Context: an optimization exercise on an open-source flow, tuned for small area. The choices shown serve that exercise and are no tape-out recipe. Function was checked by simulation only, so behaviour that the tests miss may differ from the original.

==> build 86 <==
## router
module router #(
	parameter logic [1:0] X_COORD = 2'd1,
	parameter logic [1:0] Y_COORD = 2'd1,
	parameter int FIFO_DEPTH = 8
) (
	input logic clk_local,
	input logic reset,
	input logic [31:0] local_in,
	input logic write_en_local,
	input logic [4:0] north_in,    
	input logic [4:0] south_in,
	input logic [4:0] east_in,
	input logic [4:0] west_in,
	input logic local_neuron_full,
	input logic north_neighbor_full,
	input logic south_neighbor_full,
	input logic east_neighbor_full,
	input logic west_neighbor_full,
	output logic local_full,
	output logic north_full,
	output logic south_full,
	output logic east_full,
	output logic west_full,
	output logic [4:0] local_out,  
	output logic [4:0] north_out,
	output logic [4:0] south_out,
	output logic [4:0] east_out,
	output logic [4:0] west_out
);
==> module rr_arbiter, before the edit <==
module rr_arbiter (
	input logic clk_local,
	input logic reset,
	input logic [4:0] request,
	input logic dest_full,
	output logic [4:0] pick,
	output logic [4:0] grant
);
	logic lock;
	logic [4:0] q;
	logic [4:0] b;
	logic any;
	assign any = |request;
	assign b = lock ? q : {q[3:0], q[4]};
	always_comb
	begin
		for (int j = 0; j < 5; j++)
		begin
			pick[j] = request[j] && (b[j] ||
				(!request[(j+4)%5] && (b[(j+4)%5] ||
				(!request[(j+3)%5] && (b[(j+3)%5] ||
				(!request[(j+2)%5] && (b[(j+2)%5] ||
				(!request[(j+1)%5] && b[(j+1)%5]))))))));
		end
	end
	assign grant = dest_full ? 5'd0 : pick;
	always_ff @(posedge clk_local)
	begin
		if (reset)
		begin
			lock <= 1'b0;
			q <= 5'b10000;
		end
		else if (!dest_full)  
		begin
			lock <= any;
			if (any)
				q <= pick;
		end
	end
endmodule
==> module input_port, before the edit <==
module input_port #(
	parameter logic [1:0] X_COORD = 2'd1,
	parameter logic [1:0] Y_COORD = 2'd1,
	parameter bit HAS_CNT = 1'b1
) (
	input logic clk_local,
	input logic reset,
	input logic empty,
	input logic [3:0] flit_in,
	input logic grant,
	input logic ext_last,
	output logic send,
	output logic [4:0] request
);
	logic [2:0] st;
	logic [2:0] cnt;
	logic [2:0] route;
	logic last;
	logic [1:0] dst_x;
	logic [1:0] dst_y;
	assign dst_x = flit_in[3:2];
	assign dst_y = flit_in[1:0];
	always_comb
	begin
		if (dst_x > X_COORD)
			route = 3'(noc_pkg::PORT_EAST + 1);
		else if (dst_x < X_COORD)
			route = 3'(noc_pkg::PORT_WEST + 1);
		else if (dst_y > Y_COORD)
			route = 3'(noc_pkg::PORT_NORTH + 1);
		else if (dst_y < Y_COORD)
			route = 3'(noc_pkg::PORT_SOUTH + 1);
		else
			route = 3'(noc_pkg::PORT_LOCAL + 1);
	end
	always_comb
	begin
		for (int k = 0; k < noc_pkg::NUM_PORTS; k++)
			request[k] = (st == 3'(k + 1));
	end
	assign send = (st != 3'd0) && grant && !empty;
	assign last = HAS_CNT ? (cnt == 3'd7) : ext_last;
	always_ff @(posedge clk_local)
	begin
		if (reset)
			st <= 3'd0;
		else if (st == 3'd0)
		begin
			if (!empty)
				st <= route;
		end
		else if (send && last)
			st <= 3'd0;  
	end
	always_ff @(posedge clk_local)
	begin
		if (st == 3'd0)
			cnt <= 3'd0;
		else if (send)
			cnt <= cnt + 3'd1;
	end
endmodule
==> module crossbar, before the edit <==
module crossbar (
	input logic clk_local,
	input logic reset,
	input logic [19:0] in_flit,    
	input logic [4:0] in_send,
	input logic [24:0] sel,        
	input logic [4:0] sel_valid,
	output logic [24:0] out        
);
	logic [3:0] flit [5];
	logic [4:0] send;
	always_comb
	begin
		for (int o = 0; o < noc_pkg::NUM_PORTS; o++)
		begin
			flit[o] = '0;
			send[o] = 1'b0;
			for (int j = 0; j < noc_pkg::NUM_PORTS; j++)
			begin
				flit[o] = flit[o] | ({4{sel[5*o+j]}} & in_flit[4*j +: 4]);
				send[o] = send[o] | (sel[5*o+j] & in_send[j]);
			end
		end
	end
	always_ff @(posedge clk_local)
	begin
		for (int o = 0; o < noc_pkg::NUM_PORTS; o++)
		begin
			if (reset)
				out[5*o+4] <= 1'b0;
			else
				out[5*o+4] <= sel_valid[o] && send[o];
			out[5*o +: 4] <= flit[o];  
		end
	end
endmodule
==> module router, before the edit <==
module router #(
	parameter logic [1:0] X_COORD = 2'd1,
	parameter logic [1:0] Y_COORD = 2'd1,
	parameter int FIFO_DEPTH = 8
) (
	input logic clk_local,
	input logic reset,
	input logic [31:0] local_in,
	input logic write_en_local,
	input logic [4:0] north_in,    
	input logic [4:0] south_in,
	input logic [4:0] east_in,
	input logic [4:0] west_in,
	input logic local_neuron_full,
	input logic north_neighbor_full,
	input logic south_neighbor_full,
	input logic east_neighbor_full,
	input logic west_neighbor_full,
	output logic local_full,
	output logic north_full,
	output logic south_full,
	output logic east_full,
	output logic west_full,
	output logic [4:0] local_out,  
	output logic [4:0] north_out,
	output logic [4:0] south_out,
	output logic [4:0] east_out,
	output logic [4:0] west_out
);
	logic [4:0] src_empty;
	logic [19:0] src_flit;         
	logic [4:0] port_send;
	logic [4:0] port_grant;
	logic [24:0] port_req;         
	logic [24:0] arb_req;          
	logic [24:0] arb_grant;        
	logic [24:0] arb_sel;
	logic [4:0] arb_valid;
	logic [4:0] dest_full;
	logic [19:0] nb_in;            
	logic [4:1] nb_full;
	logic [24:0] out_link;
	logic local_loaded;
	logic local_last;
	assign nb_in = {west_in, east_in, south_in, north_in};
	assign {west_full, east_full, south_full, north_full} = nb_full;
	assign dest_full = {west_neighbor_full, east_neighbor_full, south_neighbor_full,
		north_neighbor_full, local_neuron_full};
	assign {west_out, east_out, south_out, north_out, local_out} = out_link;
	packet_serializer local_ser_i (
		.clk_local(clk_local),
		.reset(reset),
		.wr(write_en_local),
		.packet(local_in),
		.rd(port_send[noc_pkg::PORT_LOCAL]),
		.flit(src_flit[3:0]),
		.last(local_last),
		.loaded(local_loaded)
	);
	assign local_full = local_loaded;
	assign src_empty[noc_pkg::PORT_LOCAL] = !local_loaded;
	for (genvar j = 1; j < noc_pkg::NUM_PORTS; j++)
	begin : g_fifo
		flit_fifo fifo_i (
			.clk_local(clk_local),
			.reset(reset),
			.wr(nb_in[5*j-1]),
			.wr_flit(nb_in[5*j-5 +: 4]),
			.rd(port_send[j]),
			.rd_flit(src_flit[4*j +: 4]),
			.empty(src_empty[j]),
			.full(nb_full[j])
		);
	end
	for (genvar j = 0; j < noc_pkg::NUM_PORTS; j++)
	begin : g_port
		input_port #(.X_COORD(X_COORD), .Y_COORD(Y_COORD), .HAS_CNT(j != 0)) port_i (
			.clk_local(clk_local),
			.reset(reset),
			.empty(src_empty[j]),
			.flit_in(src_flit[4*j +: 4]),
			.grant(port_grant[j]),
			.ext_last(local_last),
			.send(port_send[j]),
			.request(port_req[5*j +: 5])
		);
	end
	always_comb
	begin
		for (int j = 0; j < noc_pkg::NUM_PORTS; j++)
		begin
			port_grant[j] = 1'b0;
			for (int k = 0; k < noc_pkg::NUM_PORTS; k++)
			begin
				arb_req[5*k+j] = port_req[5*j+k];
				port_grant[j] = port_grant[j] | arb_grant[5*k+j];
			end
		end
	end
	for (genvar k = 0; k < noc_pkg::NUM_PORTS; k++)
	begin : g_arb
		rr_arbiter arb_i (
			.clk_local(clk_local),
			.reset(reset),
			.request(arb_req[5*k +: 5]),
			.dest_full(dest_full[k]),
			.pick(arb_sel[5*k +: 5]),
			.grant(arb_grant[5*k +: 5])
		);
		assign arb_valid[k] = !dest_full[k];
	end
	crossbar xbar_i (
		.clk_local(clk_local),
		.reset(reset),
		.in_flit(src_flit),
		.in_send(port_send),
		.sel(arb_sel),
		.sel_valid(arb_valid),
		.out(out_link)
	);
endmodule
make LEC_CHECK=0 ABC_AREA=1 CAP_MARGIN=20 CORE_MARGIN=2 CORE_UTILIZATION=40 SLEW_MARGIN=20 finish   # period 9.0 ns
run.sh (not shown) runs the stock make flow with config.mk's settings and CLKGATE_MAP_FILE= SYNTH_SCRIPT=/design/flow/synth_recipe.tcl, a recipe that flattens the netlist after the stock synthesis.
==> trial 42 (differences from build 86) <==
--- a/flow/design.v
+++ b/flow/design.v
@@ -181,3 +181,4 @@
 	logic lock;
-	logic [4:0] q;
+	logic [2:0] q;
+	logic [4:0] qo;
 	logic [4:0] b;
@@ -185,3 +186,8 @@
 	assign any = |request;
-	assign b = lock ? q : {q[3:0], q[4]};
+	always_comb
+	begin
+		for (int j = 0; j < 5; j++)
+			qo[j] = (q == 3'(j));
+	end
+	assign b = lock ? qo : {qo[3:0], qo[4]};
 	always_comb
@@ -203,3 +209,3 @@
 			lock <= 1'b0;
-			q <= 5'b10000;
+			q <= 3'd4;
 		end
@@ -209,3 +215,3 @@
 			if (any)
-				q <= pick;
+				q <= {pick[4], pick[3] | pick[2], pick[3] | pick[1]};
 		end
==> flow/flow/run.sh (new file) <==
#!/bin/bash
# Own layout flow: the standard flow, with three changes.
#  - synthesis: the same script (synth_recipe.tcl), but Yosys's abc call uses
#    flow/abc_min.script (area-oriented mapping, no upsizing or buffering).
#  - port buffers: buf_1 instead of the flow's default choice.
#  - clock tree: settings from flow/cts_args.txt.
set -euo pipefail
W=$PWD
cat > "$W/own_synth.tcl" <<TCL
proc abc {args} {
  set i [lsearch -exact \$args -script]
  if {\$i >= 0} { set args [lreplace \$args \$i [expr {\$i + 1}] -script $W/flow/abc_min.script] }
  yosys abc {*}\$args
}
source $W/synth_recipe.tcl
TCL
CTS="$(cat "$W/flow/cts_args.txt")"
bash "$W/standard.sh" "SYNTH_SCRIPT=$W/own_synth.tcl" \
	"BUFFER_PORTS_ARGS=-buffer_cell sky130_fd_sc_hd__buf_1" \
	"CTS_ARGS=$CTS" finish > "$W/own_flow.log" 2>&1
==> flow/flow/abc_min.script (new file) <==
strash
&get -n
&st
&dch
&nf -R 1000
&put
topo
==> flow/flow/cts_args.txt (new file) <==
-sink_clustering_enable -repair_clock_nets -dont_use_dummy_load -buf_list sky130_fd_sc_hd__clkbuf_4 -sink_clustering_size 10 -sink_clustering_max_diameter 40
==> flow/standard.sh (new file) <==
#!/bin/bash
# synth_recipe.tcl (not shown) runs the flow's synth.tcl, then flattens the netlist and writes it again
# the make line also repeats each setting of config.mk as NAME=value (left out here)
make -C /OpenROAD-flow-scripts/flow DESIGN_CONFIG=/design/flow/config.mk WORK_HOME=/design/flow/orfs CLKGATE_MAP_FILE= SYNTH_SCRIPT=/design/flow/synth_recipe.tcl "${@:-finish}"
- CORE_UTILIZATION: 40 -> 50
removed: flow/run.sh
==> trial 89 (differences from build 86) <==
--- a/flow/design.v
+++ b/flow/design.v
@@ -181,3 +181,4 @@
 	logic lock;
-	logic [4:0] q;
+	logic [2:0] q;
+	logic [4:0] qo;
 	logic [4:0] b;
@@ -185,3 +186,8 @@
 	assign any = |request;
-	assign b = lock ? q : {q[3:0], q[4]};
+	always_comb
+	begin
+		for (int j = 0; j < 5; j++)
+			qo[j] = (q == 3'(j));
+	end
+	assign b = lock ? qo : {qo[3:0], qo[4]};
 	always_comb
@@ -203,3 +209,3 @@
 			lock <= 1'b0;
-			q <= 5'b10000;
+			q <= 3'd4;
 		end
@@ -209,3 +215,3 @@
 			if (any)
-				q <= pick;
+				q <= {pick[4], pick[3] | pick[2], pick[3] | pick[1]};
 		end
==> flow/flow/run.sh (new file) <==
#!/bin/bash
# Own layout flow: the standard flow, with three changes.
#  - synthesis: the same script (synth_recipe.tcl), without the adder
#    extraction step (ADDER_MAP_FILE empty), and Yosys's abc call uses
#    flow/abc_min.script (area-oriented mapping, no upsizing or buffering).
#  - port buffers: buf_1 instead of the flow's default choice.
#  - clock tree: settings from flow/cts_args.txt.
set -euo pipefail
W=$PWD
cat > "$W/own_synth.tcl" <<TCL
proc abc {args} {
  set i [lsearch -exact \$args -script]
  if {\$i >= 0} { set args [lreplace \$args \$i [expr {\$i + 1}] -script $W/flow/abc_min.script] }
  yosys abc {*}\$args
}
source $W/synth_recipe.tcl
TCL
CTS="$(cat "$W/flow/cts_args.txt")"
bash "$W/standard.sh" "SYNTH_SCRIPT=$W/own_synth.tcl" \
	"BUFFER_PORTS_ARGS=-buffer_cell sky130_fd_sc_hd__buf_1" \
	"CTS_ARGS=$CTS" ADDER_MAP_FILE= finish > "$W/own_flow.log" 2>&1
==> flow/flow/abc_min.script (new file) <==
strash
&get -n
&st
&dc2
&dch -f
&nf -R 2000
&put
topo
==> flow/flow/cts_args.txt (new file) <==
-sink_clustering_enable -repair_clock_nets -dont_use_dummy_load -buf_list sky130_fd_sc_hd__clkbuf_4 -sink_clustering_size 10 -sink_clustering_max_diameter 40
==> flow/standard.sh (new file) <==
#!/bin/bash
# synth_recipe.tcl (not shown) runs the flow's synth.tcl, then flattens the netlist and writes it again
# the make line also repeats each setting of config.mk as NAME=value (left out here)
make -C /OpenROAD-flow-scripts/flow DESIGN_CONFIG=/design/flow/config.mk WORK_HOME=/design/flow/orfs CLKGATE_MAP_FILE= SYNTH_SCRIPT=/design/flow/synth_recipe.tcl "${@:-finish}"
- CORE_UTILIZATION: 40 -> 50
removed: flow/run.sh
==> build 22 (differences from build 86) <==
--- a/flow/design.v
+++ b/flow/design.v
@@ -149,3 +149,3 @@
 	end
-	assign send = (st != 3'd0) && grant && !empty;
+	assign send = grant && (HAS_CNT ? !empty : 1'b1);
 	assign last = HAS_CNT ? (cnt == 3'd7) : ext_last;
@@ -165,3 +165,3 @@
 	begin
-		if (st == 3'd0)
+		if (reset)
 			cnt <= 3'd0;
@@ -181,3 +181,4 @@
 	logic lock;
-	logic [4:0] q;
+	logic [2:0] q;
+	logic [4:0] qo;
 	logic [4:0] b;
@@ -185,3 +186,8 @@
 	assign any = |request;
-	assign b = lock ? q : {q[3:0], q[4]};
+	always_comb
+	begin
+		for (int j = 0; j < 5; j++)
+			qo[j] = (q == 3'(j));
+	end
+	assign b = lock ? qo : {qo[3:0], qo[4]};
 	always_comb
@@ -203,3 +209,3 @@
 			lock <= 1'b0;
-			q <= 5'b10000;
+			q <= 3'd4;
 		end
@@ -209,3 +215,3 @@
 			if (any)
-				q <= pick;
+				q <= {pick[4], pick[3] | pick[2], pick[3] | pick[1]};
 		end
@@ -218,3 +224,3 @@
 	input logic [19:0] in_flit,    
-	input logic [4:0] in_send,
+	input logic [4:0] in_ready,    
 	input logic [24:0] sel,        
@@ -234,3 +240,3 @@
 				flit[o] = flit[o] | ({4{sel[5*o+j]}} & in_flit[4*j +: 4]);
-				send[o] = send[o] | (sel[5*o+j] & in_send[j]);
+				send[o] = send[o] | (sel[5*o+j] & in_ready[j]);
 			end
@@ -366,3 +372,3 @@
 		.in_flit(src_flit),
-		.in_send(port_send),
+		.in_ready({~src_empty[4:1], 1'b1}),
 		.sel(arb_sel),
==> flow/flow/run.sh (new file) <==
#!/bin/bash
# Own layout flow: the standard flow, with three changes.
#  - synthesis: the same script (synth_recipe.tcl), without the adder
#    extraction step (ADDER_MAP_FILE empty), and Yosys's abc call uses
#    flow/abc_min.script (area-oriented mapping, no upsizing or buffering).
#  - port buffers: buf_1 instead of the flow's default choice.
#  - clock tree: settings from flow/cts_args.txt.
set -euo pipefail
W=$PWD
cat > "$W/own_synth.tcl" <<TCL
proc abc {args} {
  set i [lsearch -exact \$args -script]
  if {\$i >= 0} { set args [lreplace \$args \$i [expr {\$i + 1}] -script $W/flow/abc_min.script] }
  yosys abc {*}\$args
}
source $W/synth_recipe.tcl
TCL
CTS="$(cat "$W/flow/cts_args.txt")"
bash "$W/standard.sh" "SYNTH_SCRIPT=$W/own_synth.tcl" \
	"BUFFER_PORTS_ARGS=-buffer_cell sky130_fd_sc_hd__buf_1" \
	"CTS_ARGS=$CTS" ADDER_MAP_FILE= finish > "$W/own_flow.log" 2>&1
==> flow/flow/abc_min.script (new file) <==
strash
&get -n
&st
&dc2
&dch -f
&nf -R 2000
&put
topo
==> flow/flow/cts_args.txt (new file) <==
-sink_clustering_enable -repair_clock_nets -dont_use_dummy_load -buf_list sky130_fd_sc_hd__clkbuf_4 -sink_clustering_size 10 -sink_clustering_max_diameter 40
==> flow/standard.sh (new file) <==
#!/bin/bash
# synth_recipe.tcl (not shown) runs the flow's synth.tcl, then flattens the netlist and writes it again
# the make line also repeats each setting of config.mk as NAME=value (left out here)
make -C /OpenROAD-flow-scripts/flow DESIGN_CONFIG=/design/flow/config.mk WORK_HOME=/design/flow/orfs CLKGATE_MAP_FILE= SYNTH_SCRIPT=/design/flow/synth_recipe.tcl "${@:-finish}"
- CORE_UTILIZATION: 40 -> 50
removed: flow/run.sh
==> summary.txt <==
item	build 22	trial 89	trial 42	build 86
Finished layout cell area	11900 µm²	11900 µm²	12400 µm²	14800 µm²
Met1 wire length	12.3 mm	12.1 mm	12.8 mm	14.6 mm
Count of unique library cells instantiated by Yosys	47	50	46	50
Final-layout clock-cell area share	2.46%	2.39%	2.36%	6.76%
Area added between synthesis and finish	9.36%	9.35%	9.69%	19.4%
Arr. time, crit path	4.37 ns	4.71 ns	5.21 ns	2.42 ns
TritonCTS Buffers	39	38	39	29
Share of the clock period used by the worst path after layout	42.4%	46.7%	52.3%	46.9%
Met1 track demand over resource	34.3%	33.7%	34.2%	26.9%
Worst Tran Pin Value	0.971 ns	1.19 ns	1.27 ns	1.17 ns
Violation count after the first detailed-route iteration	884	949	849	912
Met2 usage in global routing	34.4%	33.9%	35.7%	29.8%
Non-clk buf share	3.18%	3.19%	3.49%	6.54%
Outcome	complete, no violations	complete, no violations	complete, no violations	complete, no violations
Met2 WL post-DR	11.5 mm	11.6 mm	12.4 mm	14.0 mm
Most common cell on crit path	nor2_1	a21oi_1	a21oi_1	-
Register-to-Register Setup Slack	5.18 ns	4.80 ns	4.29 ns	5.49 ns
Sequential Area	6650 µm²	6650 µm²	6650 µm²	6850 µm²
Bufs w/o clock	92	95	101	98
Peak supply drop	0.134 mV	0.114 mV	0.117 mV	0.173 mV
Path type of the worst setup path	reg2reg	reg2reg	reg2reg	reg2out
Rows	53	54	55	64
Highest Clock Rate	0.262 GHz	0.238 GHz	0.212 GHz	0.237 GHz
Wire length of the first global-routing pass	41.1 mm	41.6 mm	44.3 mm	50.4 mm
Number of cells on the worst reg-to-reg path	14	14	20	21
Inserted tap cell count	275	280	285	396

what the ideal ports hide:
The results above use ideal ports. As a check the final layouts listed here were re-extracted and re-timed, cells and wires unchanged.
Step 1: set_driving_cell puts a clkbuf_16 on clk_local and a buf_2 on each other input, an assumption about the parent block.
Step 2, shift: input delay + t, output delay - t, t = (earliest + latest rising clock arrival at the registers) / 2. This alone moves slack from input paths to output paths.
a / b / c = no drivers / after step 1 / after step 2; a / b = the first two.
| run | t, ns | setup WS [ns] | clock arrival spread, ns | slew at the worst register clock pin (ns) | pins driven straight from the clock port |
|---|---|---|---|---|---|
| build 86 | 0.599 | 4.777 / 4.726 / 4.286 | 0.017 / 0.017 | 0.06 / 0.06 | 1 |
| trial 42 | 0.656 | 4.290 / 4.290 / 4.190 | 0.066 / 0.066 | 0.10 / 0.10 | 1 |
| trial 89 | 0.655 | 4.797 / 4.797 / 4.602 | 0.072 / 0.072 | 0.11 / 0.11 | 1 |
| build 22 | 0.653 | 5.181 / 5.181 / 4.882 | 0.079 / 0.079 | 0.11 / 0.11 | 1 |
After both steps every run listed still meets setup and hold. For build 86, which loses most, drivers alone change the setup slack by -0.051 ns; drivers and shift together by -0.491 ns.
